Source: an optimization exercise on an open RTL-to-GDS flow (aim: small area, a short achievable clock period and few clock cycles per item). Production flows keep margins and buffers that such runs may drop.
Only simulation tests tie the RTL to the original design; equivalence was not proved.

==> flow/design.v <==
package kalman_pkg;
	typedef logic signed [18-1:0] fx_t;
	typedef logic [$clog2(4)-1:0] harm_idx_t;
	typedef enum logic [1:0] {
		COEF_COS = 2'd0,
		COEF_SIN = 2'd1,
		COEF_K1 = 2'd2,
		COEF_K2 = 2'd3
	} coef_field_e;
	typedef struct packed {
		logic wr;
		harm_idx_t harm;
		coef_field_e field;
		fx_t data;
	} coef_wr_t;
	typedef struct packed {
		fx_t cos;
		fx_t sin;
		fx_t k1;
		fx_t k2;
	} harm_coef_t;
	typedef enum logic [2:0] {
		OP_IDLE = 3'd0,
		OP_CLR_SUM = 3'd1,
		OP_PREDICT = 3'd2,
		OP_ERROR = 3'd3,
		OP_CORRECT = 3'd4
	} mac_op_e;
	typedef enum logic [2:0] {
		S_IDLE = 3'd0,
		S_CLEAR = 3'd1,
		S_PREDICT = 3'd2,
		S_ERROR = 3'd3,
		S_CORRECT = 3'd4
	} seq_state_e;
	typedef struct packed {
		mac_op_e op;
		harm_idx_t harm;
	} mac_cmd_t;
	typedef struct packed {
		logic valid;
		harm_idx_t harm;
		fx_t amp;
	} amp_wr_t;
endpackage
module coef_bank (
	input  logic                   clk_i,
	input  logic                   harmonics_rst,
	input  kalman_pkg::coef_wr_t   coef_wr_i,
	input  logic                   enable_i,
	input  logic                   busy_i,
	input  kalman_pkg::fx_t        sample_i,
	input  kalman_pkg::harm_idx_t  harm_i,
	output kalman_pkg::harm_coef_t coef_o,
	output kalman_pkg::fx_t        sample_o
);
	kalman_pkg::fx_t cos_q [4];
	kalman_pkg::fx_t sin_q [4];
	kalman_pkg::fx_t k1_q [4];
	kalman_pkg::fx_t k2_q [4];
	kalman_pkg::fx_t sample_q;
	always_ff @(posedge clk_i) begin
		if (harmonics_rst) begin
			for (int i = 0; i < 4; i++) begin
				cos_q[i] <= '0;
				sin_q[i] <= '0;
				k1_q[i] <= '0;
				k2_q[i] <= '0;
			end
		end else if (coef_wr_i.wr) begin
			case (coef_wr_i.field)  
				kalman_pkg::COEF_COS: begin
					cos_q[coef_wr_i.harm] <= coef_wr_i.data;
				end
				kalman_pkg::COEF_SIN: begin
					sin_q[coef_wr_i.harm] <= coef_wr_i.data;
				end
				kalman_pkg::COEF_K1: begin
					k1_q[coef_wr_i.harm] <= coef_wr_i.data;
				end
				default: begin
					k2_q[coef_wr_i.harm] <= coef_wr_i.data;
				end
			endcase
		end
	end
	always_ff @(posedge clk_i) begin
		if (enable_i && !busy_i) begin
			sample_q <= sample_i;
		end
	end
	assign coef_o.cos = cos_q[harm_i];
	assign coef_o.sin = sin_q[harm_i];
	assign coef_o.k1 = k1_q[harm_i];
	assign coef_o.k2 = k2_q[harm_i];
	assign sample_o = sample_q;
endmodule
module harmonic_seq (
	input  logic                 clk_i,
	input  logic                 harmonics_rst,
	input  logic                 enable_i,
	output logic                 busy_o,
	output kalman_pkg::mac_cmd_t cmd_o
);
	localparam kalman_pkg::harm_idx_t LAST_HARM =
		kalman_pkg::harm_idx_t'(4 - 1);
	kalman_pkg::seq_state_e state_q;
	kalman_pkg::seq_state_e state_d;
	kalman_pkg::harm_idx_t harm_q;
	kalman_pkg::harm_idx_t harm_d;
	logic last_harm;
	assign last_harm = (harm_q == LAST_HARM);
	always_comb begin
		state_d = state_q;
		harm_d = harm_q;
		cmd_o.op = kalman_pkg::OP_IDLE;
		cmd_o.harm = harm_q;
		case (state_q)
			kalman_pkg::S_IDLE: begin
				harm_d = '0;
				if (enable_i) begin
					state_d = kalman_pkg::S_CLEAR;
				end
			end
			kalman_pkg::S_CLEAR: begin
				cmd_o.op = kalman_pkg::OP_CLR_SUM;
				state_d = kalman_pkg::S_PREDICT;
			end
			kalman_pkg::S_PREDICT: begin
				cmd_o.op = kalman_pkg::OP_PREDICT;
				if (last_harm) begin
					harm_d = '0;
					state_d = kalman_pkg::S_ERROR;
				end else begin
					harm_d = harm_q + 1'b1;
				end
			end
			kalman_pkg::S_ERROR: begin
				cmd_o.op = kalman_pkg::OP_ERROR;
				state_d = kalman_pkg::S_CORRECT;
			end
			kalman_pkg::S_CORRECT: begin
				cmd_o.op = kalman_pkg::OP_CORRECT;
				if (last_harm) begin
					harm_d = '0;
					state_d = kalman_pkg::S_IDLE;
				end else begin
					harm_d = harm_q + 1'b1;
				end
			end
			default: begin
				harm_d = '0;
				state_d = kalman_pkg::S_IDLE;
			end
		endcase
	end
	always_ff @(posedge clk_i) begin
		if (harmonics_rst) begin
			state_q <= kalman_pkg::S_IDLE;
			harm_q <= '0;
		end else begin
			state_q <= state_d;
			harm_q <= harm_d;
		end
	end
	assign busy_o = (state_q != kalman_pkg::S_IDLE);  
endmodule
module state_mac (
	input  logic                   clk_i,
	input  logic                   harmonics_rst,
	input  kalman_pkg::mac_cmd_t   cmd_i,
	input  kalman_pkg::harm_coef_t coef_i,
	input  kalman_pkg::fx_t        sample_i,
	output kalman_pkg::fx_t        err_o,
	output kalman_pkg::amp_wr_t    amp_wr_o
);
	function automatic signed [18-1:0] fx_mul(input logic signed [18-1:0] a,
		input logic signed [18-1:0] b);
		logic signed [2*18-1:0] prod;
		prod = a * b;
		fx_mul = prod[17 +: 18];
	endfunction
	kalman_pkg::fx_t x1_q [4];
	kalman_pkg::fx_t x2_q [4];
	kalman_pkg::fx_t sum_q;
	kalman_pkg::fx_t err_q;
	kalman_pkg::amp_wr_t amp_wr_q;
	kalman_pkg::fx_t x1_cur;
	kalman_pkg::fx_t x2_cur;
	kalman_pkg::fx_t x1_pred;
	kalman_pkg::fx_t x2_pred;
	kalman_pkg::fx_t x1_corr;
	kalman_pkg::fx_t x2_corr;
	kalman_pkg::fx_t amp_calc;
	assign x1_cur = x1_q[cmd_i.harm];
	assign x2_cur = x2_q[cmd_i.harm];
	assign x1_pred = fx_mul(x1_cur, coef_i.cos) - fx_mul(x2_cur, coef_i.sin);
	assign x2_pred = fx_mul(x1_cur, coef_i.sin) + fx_mul(x2_cur, coef_i.cos);
	assign amp_calc = fx_mul(x1_cur, x1_cur) + fx_mul(x2_cur, x2_cur);  
	assign x1_corr = x1_cur + fx_mul(coef_i.k1, err_q);
	assign x2_corr = x2_cur + fx_mul(coef_i.k2, err_q);
	always_ff @(posedge clk_i) begin
		if (harmonics_rst) begin
			for (int i = 0; i < 4; i++) begin
				x1_q[i] <= '0;
				x2_q[i] <= '0;
			end
			sum_q <= '0;
			err_q <= '0;
			amp_wr_q <= '0;
		end else begin
			amp_wr_q.valid <= 1'b0;
			case (cmd_i.op)
				kalman_pkg::OP_CLR_SUM: begin
					sum_q <= '0;
				end
				kalman_pkg::OP_PREDICT: begin
					x1_q[cmd_i.harm] <= x1_pred;
					x2_q[cmd_i.harm] <= x2_pred;
					sum_q <= sum_q + x1_pred;
				end
				kalman_pkg::OP_ERROR: begin
					err_q <= sample_i - sum_q;
				end
				kalman_pkg::OP_CORRECT: begin
					x1_q[cmd_i.harm] <= x1_corr;
					x2_q[cmd_i.harm] <= x2_corr;
					amp_wr_q.valid <= 1'b1;
					amp_wr_q.harm <= cmd_i.harm;
					amp_wr_q.amp <= amp_calc;
				end
				default: begin
				end
			endcase
		end
	end
	assign err_o = err_q;
	assign amp_wr_o = amp_wr_q;
endmodule
module spectrum_out (
	input  logic                  clk_i,
	input  logic                  harmonics_rst,
	input  kalman_pkg::amp_wr_t   amp_wr_i,
	input  kalman_pkg::harm_idx_t amp_rd_addr_i,
	output kalman_pkg::fx_t       amp_o
);
	kalman_pkg::fx_t amp_tab [4];
	kalman_pkg::fx_t amp_q;
	always_ff @(posedge clk_i) begin
		if (harmonics_rst) begin
			for (int i = 0; i < 4; i++) begin
				amp_tab[i] <= '0;
			end
		end else if (amp_wr_i.valid) begin
			amp_tab[amp_wr_i.harm] <= amp_wr_i.amp;
		end
	end
	always_ff @(posedge clk_i) begin
		if (harmonics_rst) begin
			amp_q <= '0;
		end else begin
			amp_q <= amp_tab[amp_rd_addr_i];
		end
	end
	assign amp_o = amp_q;
endmodule
module kalman_top (
	input  logic                  clk_i,
	input  logic                  harmonics_rst,
	input  logic [22:0]           coef_wr_i,
	input  logic [17:0]           sample_i,
	input  logic                  enable_i,
	input  logic [1:0]            amp_rd_addr_i,
	output logic                  busy_o,
	output logic [17:0]           err_o,
	output logic [17:0]           amp_o
);
	kalman_pkg::coef_wr_t coef_wr;
	assign coef_wr = coef_wr_i;
	kalman_pkg::mac_cmd_t cmd;
	kalman_pkg::harm_coef_t coef;
	kalman_pkg::fx_t sample;
	kalman_pkg::amp_wr_t amp_wr;
	coef_bank u_coef_bank (
		.clk_i         (clk_i),
		.harmonics_rst (harmonics_rst),
		.coef_wr_i     (coef_wr),
		.enable_i      (enable_i),
		.busy_i        (busy_o),
		.sample_i      (sample_i),
		.harm_i        (cmd.harm),
		.coef_o        (coef),
		.sample_o      (sample)
	);
	harmonic_seq u_harmonic_seq (
		.clk_i         (clk_i),
		.harmonics_rst (harmonics_rst),
		.enable_i      (enable_i),
		.busy_o        (busy_o),
		.cmd_o         (cmd)
	);
	state_mac u_state_mac (
		.clk_i         (clk_i),
		.harmonics_rst (harmonics_rst),
		.cmd_i         (cmd),
		.coef_i        (coef),
		.sample_i      (sample),
		.err_o         (err_o),
		.amp_wr_o      (amp_wr)
	);
	spectrum_out u_spectrum_out (
		.clk_i         (clk_i),
		.harmonics_rst (harmonics_rst),
		.amp_wr_i      (amp_wr),
		.amp_rd_addr_i (amp_rd_addr_i),
		.amp_o         (amp_o)
	);
endmodule
==> flow/constraint.sdc <==
create_clock -name core_clock -period 15.0 [get_ports {clk_i}]
set_input_delay 3.0000 -clock core_clock [delete_from_list [all_inputs] [get_ports {clk_i}]]
set_output_delay 3.0000 -clock core_clock [all_outputs]
set_load 0.01 [all_outputs]
==> flow/run.sh <==
#!/bin/bash
# synth_recipe.tcl (not shown) runs the flow's synth.tcl, then flattens the netlist and writes it again
# the make line also repeats each setting of config.mk as NAME=value (left out here)
make -C /OpenROAD-flow-scripts/flow DESIGN_CONFIG=/design/flow/config.mk WORK_HOME=/design/flow/orfs CLKGATE_MAP_FILE= SYNTH_SCRIPT=/design/flow/synth_recipe.tcl finish
==> flow/config.mk <==
export PLATFORM = sky130hd
export DESIGN_NAME = kalman_top
export DESIGN_NICKNAME = kalman_top
export VERILOG_FILES = /design/flow/design.v
export SDC_FILE = /design/flow/constraint.sdc
export NUM_CORES = 4
export LEC_CHECK = 0
export CAP_MARGIN = 20
export CORE_MARGIN = 2
export CORE_UTILIZATION = 40
export PLACE_DENSITY = 0.6
export SLEW_MARGIN = 20
==> results.yml <==
global_routing:
  grt_start_max_net_pins: 79
  number_of_global_route_vias_before_repair: 88200
  grt_pass1_wl_microns: 560000
  grt.overflow.total: 0
  gr-usage-all-layers_pct: 25.5
  antenna_found_initial: 21
logic_synthesis:
  syn_nets: 15500
  synth.yosys.warnings: 4
  mappedNetlistArea_sq_um: 117000
  yosys.cell_count.top_type: "inv_1"
  synth_top_area_share_pct: 43.2
  synth-seq-area-share_pct: 14.8
  postSynthAreaPerCell_sq_um: 9.68
  synth_cell_types: 89
  number_of_synthesized_flops_with_an_enable_pin: 522
  syn_inst: 12100
  synth.top_cells.by_count: "2783 x inv_1, 2519 x fa_1, 1498 x nand2_1"
  synth.largest_area_cell: "fa_1"
  synth_async_sr_flop_share_pct: 0
  ys_seq_elements: 604
  yosys-top-cells-area: "fa_1 43%, edfxtp_1 13%, inv_1 8.9%, ha_1 8.8%, nand2_1 4.8%"
  top_ff_cell_synth: "edfxtp_1"
worst_setup_path:
  type_of_destination_of_the_critical_path: "register"
  critical_path_max_stage_delay_ns: 0.86
  path_delay_family: "adder cells"
  worst-endpoint-arrival_ns: 13.29
  timing_worst_setup_path_type: "reg2reg"
  critPathMaxFanout: 40
  critPathRequiredTime_ns: 15.59
  critical-path-slowest-cell: "dfxtp_4"
  sort_of_element_at_the_start_of_the_critical_path: "register"
  critical_path.most_common_cell: "a21oi_1"
  critical_path_buf_inv_count: 8
timing:
  final.min_clock_period_ns: 12.70
  fmax_ghz: 0.0787
  final_tns_setup_ns: 0
  timing_worst_slew_pin_value_ns: 1.28
  grt_setup_unrepaired: "no"
  fin_worst_skew_ns: 0.0550
  report.final.setup_viol: 0
  slew_headroom_pct: 14.0
  timing_max_transition_violations_final: 0
  hold_violations: 0
  finalCritPeriodShare_pct: 84.7
run_status:
  outcome: "finished clean"
flow_run:
  max_cap_viol_count: 0
final_layout:
  layout.nets: 15300
  layout_cells_sized_above_1_pct: 4.92
  design_area_sq_um: 125000
  syn2layout_area_growth_pct: 6.86
clock_tree:
  cts_setup_buffers: 0
  cts_made_buffers: 69
  clock-sinks: 604
  cts_tree: "done"
  clkLatencyLatePin_ns: 0.71
  ctsResizeCount: 0
  path_clk_slew_ns: 0.06
  ctsHtreeMaxLevel: 3
  cts-root-to-sink-buffers: 3
  ctsRootBufferMaster: "clkbuf_16"
  ctsHoldBuffers: 0
drt:
  drt-total-wl_microns: 367000
  detailedRoute.firstPassIterationCount: 8
  detail_route.drc_violations: 0
  post_drt_wl_per_cell_microns: 23.2
  drtIter0Drc: 6345
  routed_via_density: 5.20
  ant_nets: 0
  via_count: 82200
die:
  num_rows: 198
  floorplan.io_pins: 83
  die_w_microns: 544
  design.core.area_sq_um: 291000
  die_y_microns: 544
  starting_density_pct: 40.2
  dieArea_sq_um: 296000
min_path:
  min-delay-path-class: "reg2reg"
placement:
  postPlaceCellArea_sq_um: 123000
  port_buffers: 82
  place.gp.congestion: 0.961
  detailed_place_hpwl_microns: 283000
==> metal layers <==
| layer | GRT usage, % | routed length, microns |
|---|---|---|
| met5 | 0 | 23 |
| met4 | 10.9 | 19600 |
| met3 | 5.32 | 32100 |
| met2 | 42.2 | 173000 |
| met1 | 32.3 | 142000 |
==> sequential cells by signal (all words and copies together) (netlist names), 3 cells and up, named ones only <==
signal / cells
u_state_mac.amp_wr_q: 21
u_state_mac.sum_q: 18
u_coef_bank.k1_q: 72
u_state_mac.x1_q: 72
u_state_mac.x2_q: 72
u_coef_bank.cos_q: 72
u_spectrum_out.amp_q: 18
u_spectrum_out.amp_tab: 72
u_coef_bank.sample_q: 18
u_state_mac.err_q: 18
u_coef_bank.sin_q: 72
u_coef_bank.k2_q: 72
u_harmonic_seq.state_q: 3
==> worst paths after layout <==
kind                                                      startpoint                                    to  slack (ns)  cells after the start
worst min register to register  u_state_mac.amp_wr_q[5]$_SDFFE_PP0N_  u_state_mac.amp_wr_q[5]$_SDFFE_PP0N_        0.49                      2
worst max register to register                              register    u_state_mac.sum_q[17]$_SDFFE_PP0P_        2.30                     49
worst max-delay path                                        register    u_state_mac.sum_q[17]$_SDFFE_PP0P_        2.30                     49
worst min-delay path            u_state_mac.amp_wr_q[5]$_SDFFE_PP0N_  u_state_mac.amp_wr_q[5]$_SDFFE_PP0N_        0.49                      2
==> metrics by stage <==
stage          setup WS [ns]  util, %  hold slack [ns]  instances
2_1_floorplan           3.42        -            0.452      12100
3_3_place_gp            2.56     42.1            0.475      15700
3_5_place_dp            2.44     42.1            0.484      15700
4_1_cts                 2.41     42.9            0.491      15800
5_1_grt                 1.76     42.9            0.516      15800
6_report                2.30     42.9            0.490      15800
==> area by class of cell <==
cell class / instances / area [sq um]
Clock inverter: 33 / 414
Inverter: 2793 / 10500
Multi-Input combinational cell: 8114 / 87500
Timing Repair Buffer: 281 / 2340
Clock buffer: 87 / 1890
Antenna cell: 10 / 25.0
Tap cell: 3900 / 4880
Fill cell: 28400 / 166000
Sequential cell: 604 / 17300
==> cells in the final DEF (no fill, tap or decap), types with 72 or more instances in the layout <==
master	count
a21oi_1	185
o21a_1	76
buf_4	197
a21o_1	82
o21ai_0	106
clkdlybuf4s50_1	81
ha_1	823
edfxtp_1	522
fa_1	2519
mux2i_1	73
dfxtp_1	79
clkbuf_16	72
nand2_1	1495
and3_1	161
nor2b_1	72
inv_1	2772
nor2_1	1020
and2_1	478
xnor2_1	237
==> logic make-up (layout without fill, tap and decap cells) <==
| group | after synthesis | after routing | share of synthesized area, % |
|---|---|---|---|
| AO/OA/AOI/OAI | 733 | 733 | 4.11 |
| XOR/XNOR | 307 | 307 | 2.31 |
| adder cells (fa/ha/maj) | 3343 | 3343 | 52.0 |
| buffers and inverters | 3348 | 3194 | 10.8 |
| flip-flops | 604 | 604 | 14.8 |
| multiplexers | 205 | 205 | 2.55 |
| other | 0 | 10 | 0 |
| AND/OR/NAND/NOR | 3526 | 3526 | 13.4 |
==> worst reg2reg max path, delay by kind of cell, from the launching register on <==
kind | cells | cell delay [ns]
buf+inv | 8 | 2.01
flops | 1 | 0.86
xor+xnor | 2 | 0.63
compound gates | 20 | 3.05
simple gates | 8 | 1.54
fa+ha+maj | 10 | 4.10
mux | 1 | 0.40
Testbench counts, summed over its fixed seeds: cycles 13,200, updates 1,200.

afterwards: timing with drivers on the ports:
No port has a modelled driver above. Below, the same layout with a new extraction and two added sets of constraints. Step 1 sets driving cells, clkbuf_16 on the clock port and buf_2 on the other inputs (assumed; they add their load-dependent delay and slew). Step 2 adds t to the input delays and takes it off the output delays; t is the mean of the earliest and latest rising clock arrival at the registers after step 1. Input paths then give back, and output paths get back, about the clock's delay inside the block. a / b / c = no drivers / after step 1 / after step 2; a / b = the first two.
t (ns): 0.770
setup slack, ns: 2.300 / 2.300 / 2.300
worst setup path after step 2: register to register
pins driven straight from the clock port: 1
After both steps this run still meets setup and hold. For this run, drivers alone change the setup slack by 0.000 ns; drivers and shift together by 0.000 ns.
